This design comes from an exercise in tuning for small area and a short achievable clock period on the open sky130 flow, not from production work. Power figures rest on the tool's default switching activity, not on a simulated workload.

==> 10-20 <==
==> flow/design.v <==
package dmem_pkg;
  localparam int DMEM_DATA_W  = 8;
  localparam int DMEM_MAX_LAT = 15;
  typedef enum logic [1:0] {IDLE, BUSY, DONE} dmem_state_t;
endpackage
module dmem_ram
#(
  parameter int ADDR_W = 8
) (
  input  logic                   clk,
  input  logic [2**ADDR_W/4-1:0] clr_n_i,    
  input  logic [2**ADDR_W/4-1:0] set_n_i,    
  input  logic [dmem_pkg::DMEM_DATA_W-1:0] wdata_n_i,   
  output logic [2**ADDR_W/2*dmem_pkg::DMEM_DATA_W-1:0] taps_o
);
  localparam int DW    = dmem_pkg::DMEM_DATA_W;
  localparam int RINGS = 2**ADDR_W / 4;
  for (genvar k = 0; k < RINGS; k++) begin : g_ring
    dmem_ring u_ring (
      .clk      (clk),
      .clr_n_i  (clr_n_i[k]),
      .set_n_i  (set_n_i[k]),
      .wdata_n_i(wdata_n_i),
      .tap0_o   (taps_o[(2*k+0)*DW +: DW]),
      .tap2_o   (taps_o[(2*k+1)*DW +: DW])
    );
  end
endmodule
module dmem_ring (
  input  logic                   clk,
  input  logic                   clr_n_i,
  input  logic                   set_n_i,
  input  logic [dmem_pkg::DMEM_DATA_W-1:0] wdata_n_i,
  output logic [dmem_pkg::DMEM_DATA_W-1:0] tap0_o,
  output logic [dmem_pkg::DMEM_DATA_W-1:0] tap2_o
);
  logic [dmem_pkg::DMEM_DATA_W-1:0] p0_q, p1_q, p2_q, p3_q;
  always_ff @(posedge clk) begin
    p0_q <= p1_q;
    p1_q <= p2_q;
    p2_q <= ~(({dmem_pkg::DMEM_DATA_W{set_n_i}} | wdata_n_i) & p3_q);
    p3_q <= ~(p0_q & {dmem_pkg::DMEM_DATA_W{clr_n_i}});
  end
  assign tap0_o = p0_q;
  assign tap2_o = p2_q;
endmodule
module data_mem_ctrl
#(
  parameter int ADDR_W  = 8,
  parameter int LATENCY = 2
) (
  input  logic                   CLK,
  input  logic                   Reset,
  input  logic                   MemReq,
  input  logic                   MemWrite,
  input  logic [ADDR_W-1:0]      Addr,
  input  logic [dmem_pkg::DMEM_DATA_W-1:0] DataIn,
  output logic [dmem_pkg::DMEM_DATA_W-1:0] DataMemOut,
  output logic                   MemBusy,
  output logic                   MemDone
);
  localparam int DW     = dmem_pkg::DMEM_DATA_W;
  localparam int RINGS  = 2**ADDR_W / 4;      
  localparam int NTAP   = 2**ADDR_W / 2;      
  localparam int GROUPS = 4;                  
  localparam int GSIZE  = NTAP / GROUPS;
  if (LATENCY != 2) begin : g_lat_check
    $error("data_mem_ctrl: this implementation supports LATENCY = 2 only");
  end
  logic          busy_q, s0_q, s1_q, done_q;
  logic          busy_out_q;     
  logic          accept;
  logic          write_q;
  logic [ADDR_W-1:0] addr_q;
  logic [DW-1:0] wdata_q;
  logic [DW-1:0] dout_q;
  logic [1:0]    phase_q;
  logic          wb_valid_q;
  logic [ADDR_W-1:0] wb_addr_q;
  logic [DW-1:0] wb_data_q;
  logic [NTAP*DW-1:0] taps;
  logic [3:0]    pa_now, pa_q, pa;
  logic [7:0]    pb_now, pb_q, pb;
  logic [1:0]    pos_now;        
  logic [1:0]    pos_next;       
  logic [31:0]   sline;          
  logic          early_q;        
  logic          part_en;
  logic [DW*GROUPS-1:0] part;    
  logic [DW*GROUPS-1:0] part_q;
  logic          fwd_q;
  logic [DW-1:0] rdata;
  logic [ADDR_W-1:0] saddr;
  assign accept = ~busy_q & MemReq;
  always_ff @(posedge CLK) begin
    if (Reset) begin
      busy_q <= 1'b0;
      busy_out_q <= 1'b0;
      s0_q   <= 1'b0;
      s1_q   <= 1'b0;
      done_q <= 1'b0;
      dout_q <= '0;
    end else begin
      busy_q <= accept | s0_q | s1_q;
      busy_out_q <= (MemReq & ~busy_out_q) | s0_q | s1_q;    
      s0_q   <= accept;
      s1_q   <= s0_q;
      done_q <= s1_q;
      if (s1_q && !write_q) dout_q <= rdata;
    end
  end
  always_ff @(posedge CLK) begin
    if (accept) begin
      write_q <= MemWrite;
      addr_q  <= Addr;
      wdata_q <= DataIn;
    end
  end
  always_ff @(posedge CLK) begin
    phase_q <= phase_q + 2'd1;
  end
  logic          clr_now, set_now;
  logic [ADDR_W-3:0] clr_ring;
  logic [RINGS-1:0] clr_n, set_n;
  assign set_now  = wb_valid_q & (phase_q == wb_addr_q[1:0] + 2'd1);
  assign clr_now  = s1_q ? (write_q & ~Reset & (addr_q[1:0] == phase_q))
                         : (wb_valid_q & (wb_addr_q[1:0] == phase_q));
  assign clr_ring = s1_q ? addr_q[ADDR_W-1:2] : wb_addr_q[ADDR_W-1:2];
  always_comb begin
    for (int k = 0; k < RINGS; k++) begin
      clr_n[k] = ~(clr_now & (clr_ring == (ADDR_W-2)'(k)));
      set_n[k] = ~(set_now & (wb_addr_q[ADDR_W-1:2] == (ADDR_W-2)'(k)));
    end
  end
  always_ff @(posedge CLK) begin
    if (s1_q && write_q && !Reset) begin
      wb_valid_q <= 1'b1;
      wb_addr_q  <= addr_q;
      wb_data_q  <= wdata_q;
    end else if (set_now) begin
      wb_valid_q <= 1'b0;
    end
  end
  dmem_ram #(.ADDR_W(ADDR_W)) u_ram (
    .clk      (CLK),
    .clr_n_i  (clr_n),
    .set_n_i  (set_n),
    .wdata_n_i(~wb_data_q),
    .taps_o   (taps)
  );
  assign pos_now  = Addr[1:0] - phase_q;
  assign pos_next = pos_now - 2'd1;
  always_comb begin
    for (int i = 0; i < 4; i++) pa_now[i] = (Addr[5:4] == 2'(i));
    for (int i = 0; i < 8; i++) pb_now[i] = ({Addr[3:2], pos_now[1]} == 3'(i));
  end
  always_ff @(posedge CLK) begin
    pa_q <= pa_now;
    for (int i = 0; i < 8; i++) pb_q[i] <= ({Addr[3:2], pos_next[1]} == 3'(i));
    if (~busy_q) early_q <= ~pos_now[0];
  end
  assign pa    = busy_q ? pa_q : pa_now;
  assign pb    = busy_q ? pb_q : pb_now;
  assign saddr = busy_q ? addr_q : Addr;
  always_comb begin
    for (int i = 0; i < 32; i++) sline[i] = pa[i/8] & pb[i%8];
  end
  for (genvar b = 0; b < DW; b++) begin : g_bit
    for (genvar g = 0; g < GROUPS; g++) begin : g_grp
      logic [GSIZE-1:0] d;
      for (genvar i = 0; i < GSIZE; i++) begin : g_tap
        assign d[i] = taps[(g*GSIZE + i)*DW + b];
      end
      dmem_rd_or #(.N(GSIZE)) u_or (.sel_i(sline), .d_i(d), .y_o(part[b*GROUPS+g]));
    end
  end
  assign part_en = ~busy_q | (s0_q & ~early_q);
  always_ff @(posedge CLK) begin
    if (part_en) begin
      part_q <= part;
      fwd_q  <= wb_valid_q && (wb_addr_q == saddr);
    end
  end
  always_comb begin
    for (int b = 0; b < DW; b++) begin
      rdata[b] = part_q[b*GROUPS + addr_q[ADDR_W-1:ADDR_W-2]];
    end
    if (fwd_q) rdata = wb_data_q;
  end
  assign DataMemOut = dout_q;
  assign MemBusy    = busy_out_q;
  assign MemDone    = done_q;
endmodule
module dmem_rd_or
#(
  parameter int N = 32
) (
  input  logic [N-1:0] sel_i,
  input  logic [N-1:0] d_i,
  output logic         y_o
);
  assign y_o = |(sel_i & d_i);
endmodule
==> flow/run.sh <==
#!/bin/bash
# synth_recipe.tcl (not shown) runs the flow's synth.tcl, then flattens the netlist and writes it again
# the make line also repeats each setting of config.mk as NAME=value (left out here)
make -C /OpenROAD-flow-scripts/flow DESIGN_CONFIG=/design/flow/config.mk WORK_HOME=/design/flow/orfs CLKGATE_MAP_FILE= SYNTH_SCRIPT=/design/flow/synth_recipe.tcl finish
==> flow/config.mk <==
export PLATFORM = sky130hd
export DESIGN_NAME = data_mem_ctrl
export DESIGN_NICKNAME = data_mem_ctrl
export VERILOG_FILES = /design/flow/design.v
export SDC_FILE = /design/flow/constraint.sdc
export NUM_CORES = 4
export LEC_CHECK = 0
export CAP_MARGIN = 20
export CORE_MARGIN = 2
export CORE_UTILIZATION = 65
export CTS_CLUSTER_DIAMETER = 60
export CTS_CLUSTER_SIZE = 30
export SETUP_SLACK_MARGIN = 1.3
export SLEW_MARGIN = 20
export SYNTH_HIERARCHICAL = 1
export SYNTH_MINIMUM_KEEP_SIZE = 0
==> flow/constraint.sdc <==
create_clock -name core_clock -period 4.0 [get_ports {CLK}]
set_input_delay 0.8000 -clock core_clock [delete_from_list [all_inputs] [get_ports {CLK}]]
set_output_delay 0.8000 -clock core_clock [all_outputs]
set_load 0.01 [all_outputs]
==> 04-06: changes against 10-20 <==
--- a/flow/design.v
+++ b/flow/design.v
@@ -10,5 +10,7 @@
   input  logic                   clk,
-  input  logic [2**ADDR_W/4-1:0] clr_n_i,    
-  input  logic [2**ADDR_W/4-1:0] set_n_i,    
-  input  logic [dmem_pkg::DMEM_DATA_W-1:0] wdata_n_i,   
+  input  logic [1:0]             phase_i,    
+  input  logic                   wvalid_i,   
+  input  logic [ADDR_W-1:0]      waddr_i,
+  input  logic [dmem_pkg::DMEM_DATA_W-1:0] wdata_i,
+  output logic                   wdone_o,    
   output logic [2**ADDR_W/2*dmem_pkg::DMEM_DATA_W-1:0] taps_o
@@ -17,30 +19,16 @@
   localparam int RINGS = 2**ADDR_W / 4;
+  logic [DW-1:0] mem_q [2**ADDR_W];
+  logic          wr_here;
+  assign wr_here = wvalid_i & (waddr_i[1:0] == phase_i);
+  assign wdone_o = wr_here;
   for (genvar k = 0; k < RINGS; k++) begin : g_ring
-    dmem_ring u_ring (
-      .clk      (clk),
-      .clr_n_i  (clr_n_i[k]),
-      .set_n_i  (set_n_i[k]),
-      .wdata_n_i(wdata_n_i),
-      .tap0_o   (taps_o[(2*k+0)*DW +: DW]),
-      .tap2_o   (taps_o[(2*k+1)*DW +: DW])
-    );
+    always_ff @(posedge clk) begin
+      mem_q[4*k+0] <= mem_q[4*k+1];
+      mem_q[4*k+1] <= mem_q[4*k+2];
+      mem_q[4*k+2] <= mem_q[4*k+3];
+      mem_q[4*k+3] <= (wr_here && waddr_i[ADDR_W-1:2] == k) ? wdata_i : mem_q[4*k+0];
+    end
+    assign taps_o[(2*k+0)*DW +: DW] = mem_q[4*k+0];
+    assign taps_o[(2*k+1)*DW +: DW] = mem_q[4*k+2];
   end
-endmodule
-module dmem_ring (
-  input  logic                   clk,
-  input  logic                   clr_n_i,
-  input  logic                   set_n_i,
-  input  logic [dmem_pkg::DMEM_DATA_W-1:0] wdata_n_i,
-  output logic [dmem_pkg::DMEM_DATA_W-1:0] tap0_o,
-  output logic [dmem_pkg::DMEM_DATA_W-1:0] tap2_o
-);
-  logic [dmem_pkg::DMEM_DATA_W-1:0] p0_q, p1_q, p2_q, p3_q;
-  always_ff @(posedge clk) begin
-    p0_q <= p1_q;
-    p1_q <= p2_q;
-    p2_q <= ~(({dmem_pkg::DMEM_DATA_W{set_n_i}} | wdata_n_i) & p3_q);
-    p3_q <= ~(p0_q & {dmem_pkg::DMEM_DATA_W{clr_n_i}});
-  end
-  assign tap0_o = p0_q;
-  assign tap2_o = p2_q;
 endmodule
@@ -62,3 +50,2 @@
   localparam int DW     = dmem_pkg::DMEM_DATA_W;
-  localparam int RINGS  = 2**ADDR_W / 4;      
   localparam int NTAP   = 2**ADDR_W / 2;      
@@ -70,3 +57,2 @@
   logic          busy_q, s0_q, s1_q, done_q;
-  logic          busy_out_q;     
   logic          accept;
@@ -80,2 +66,3 @@
   logic [DW-1:0] wb_data_q;
+  logic          wb_done;
   logic [NTAP*DW-1:0] taps;
@@ -97,3 +84,2 @@
       busy_q <= 1'b0;
-      busy_out_q <= 1'b0;
       s0_q   <= 1'b0;
@@ -104,3 +90,2 @@
       busy_q <= accept | s0_q | s1_q;
-      busy_out_q <= (MemReq & ~busy_out_q) | s0_q | s1_q;    
       s0_q   <= accept;
@@ -121,15 +106,2 @@
   end
-  logic          clr_now, set_now;
-  logic [ADDR_W-3:0] clr_ring;
-  logic [RINGS-1:0] clr_n, set_n;
-  assign set_now  = wb_valid_q & (phase_q == wb_addr_q[1:0] + 2'd1);
-  assign clr_now  = s1_q ? (write_q & ~Reset & (addr_q[1:0] == phase_q))
-                         : (wb_valid_q & (wb_addr_q[1:0] == phase_q));
-  assign clr_ring = s1_q ? addr_q[ADDR_W-1:2] : wb_addr_q[ADDR_W-1:2];
-  always_comb begin
-    for (int k = 0; k < RINGS; k++) begin
-      clr_n[k] = ~(clr_now & (clr_ring == (ADDR_W-2)'(k)));
-      set_n[k] = ~(set_now & (wb_addr_q[ADDR_W-1:2] == (ADDR_W-2)'(k)));
-    end
-  end
   always_ff @(posedge CLK) begin
@@ -139,3 +111,3 @@
       wb_data_q  <= wdata_q;
-    end else if (set_now) begin
+    end else if (wb_done) begin
       wb_valid_q <= 1'b0;
@@ -144,7 +116,9 @@
   dmem_ram #(.ADDR_W(ADDR_W)) u_ram (
-    .clk      (CLK),
-    .clr_n_i  (clr_n),
-    .set_n_i  (set_n),
-    .wdata_n_i(~wb_data_q),
-    .taps_o   (taps)
+    .clk     (CLK),
+    .phase_i (phase_q),
+    .wvalid_i(wb_valid_q),
+    .waddr_i (wb_addr_q),
+    .wdata_i (wb_data_q),
+    .wdone_o (wb_done),
+    .taps_o  (taps)
   );
@@ -167,9 +141,10 @@
   end
-  for (genvar b = 0; b < DW; b++) begin : g_bit
-    for (genvar g = 0; g < GROUPS; g++) begin : g_grp
-      logic [GSIZE-1:0] d;
-      for (genvar i = 0; i < GSIZE; i++) begin : g_tap
-        assign d[i] = taps[(g*GSIZE + i)*DW + b];
+  always_comb begin
+    for (int b = 0; b < DW; b++) begin
+      for (int g = 0; g < GROUPS; g++) begin
+        part[b*GROUPS+g] = 1'b0;
+        for (int i = 0; i < GSIZE; i++) begin
+          part[b*GROUPS+g] = part[b*GROUPS+g] | (sline[i] & taps[(g*GSIZE + i)*DW + b]);
+        end
       end
-      dmem_rd_or #(.N(GSIZE)) u_or (.sel_i(sline), .d_i(d), .y_o(part[b*GROUPS+g]));
     end
@@ -190,14 +165,4 @@
   assign DataMemOut = dout_q;
-  assign MemBusy    = busy_out_q;
+  assign MemBusy    = busy_q;
   assign MemDone    = done_q;
 endmodule
-module dmem_rd_or
-#(
-  parameter int N = 32
-) (
-  input  logic [N-1:0] sel_i,
-  input  logic [N-1:0] d_i,
-  output logic         y_o
-);
-  assign y_o = |(sel_i & d_i);
-endmodule
Settings changed: CORE_UTILIZATION 65 to 40, CTS_CLUSTER_DIAMETER 60 to default, CTS_CLUSTER_SIZE 30 to default, SETUP_SLACK_MARGIN 1.3 to 1.7, SYNTH_HIERARCHICAL 1 to default, SYNTH_MINIMUM_KEEP_SIZE 0 to default.
==> results.txt <==
	10-20	04-06
Layout non-clock buf frac	4.933%	7.162%
Placeable core region	85010 um2	143700 um2
Worst hold slack across all endpoints	320.2 ps	288.3 ps
Sequential cell area fraction in the yosys report	78.38%	75.20%
Multi-input combinational cell area	12640 um2	15580 um2
Post-route cell area	64830 um2	73250 um2
Placement Rows	107	139
Peak ir drop on the vdd network	0.0004353 V	0.0004610 V
Capture point of the worst reg-to-reg path	part_q[26]	part_q[5]
CP bufs+invs	2	5
Yosys Warn Count	8	3
Starting Density	65.39%	40.31%
Number of global-route vias before repair	34870	34800
Layout overhead on the synthesized area	16.63%	26.48%
Area of the mapped netlist	55590 um2	57910 um2
Sequential cell area	43580 um2	43590 um2
WL final	188800 um	197800 um
Height of the die	296.4 um	384.5 um
Detailed-routed wire length on met2	81000 um	86040 um
Finished Layout Cells	5833	6556
Clock distribution power	13.4 mW	18.5 mW
Quantity of gates resized following cts	106	285
Result of the run	timing/DRC/antenna clean	timing/DRC/antenna clean
No run of this note included a check of the RTL's function; only the layout flow was run.

## static timing again, ports no longer ideal
No port has a modelled driver above. Below, the same layouts with a new extraction and two added sets of constraints.
Step 1, drivers: a clkbuf_16 drives CLK and a buf_2 each remaining input, both assumed.
Step 2 adds t to the input delays and takes it off the output delays; t is the mean of the earliest and latest rising clock arrival at the registers after step 1. Input paths then give back, and output paths get back, about the clock's delay inside the block.
a / b / c = ideal ports / drivers / drivers and shift; a / b = the first two.
run	shift t [ns]	setup slack, ns	worst setup path after step 2	latest minus earliest clock arrival (ns)	pins driven straight from the clock port
10-20	0.780	0.901 / 0.901 / 0.175	input to register	0.035 / 0.035	1
04-06	0.891	0.856 / 0.861 / -0.029	input to register	0.062 / 0.061	1
Met with ideal ports but missed after step 2: setup timing in 04-06. For 04-06, which loses most, drivers alone change the setup slack by +0.005 ns; drivers and shift together by -0.885 ns.
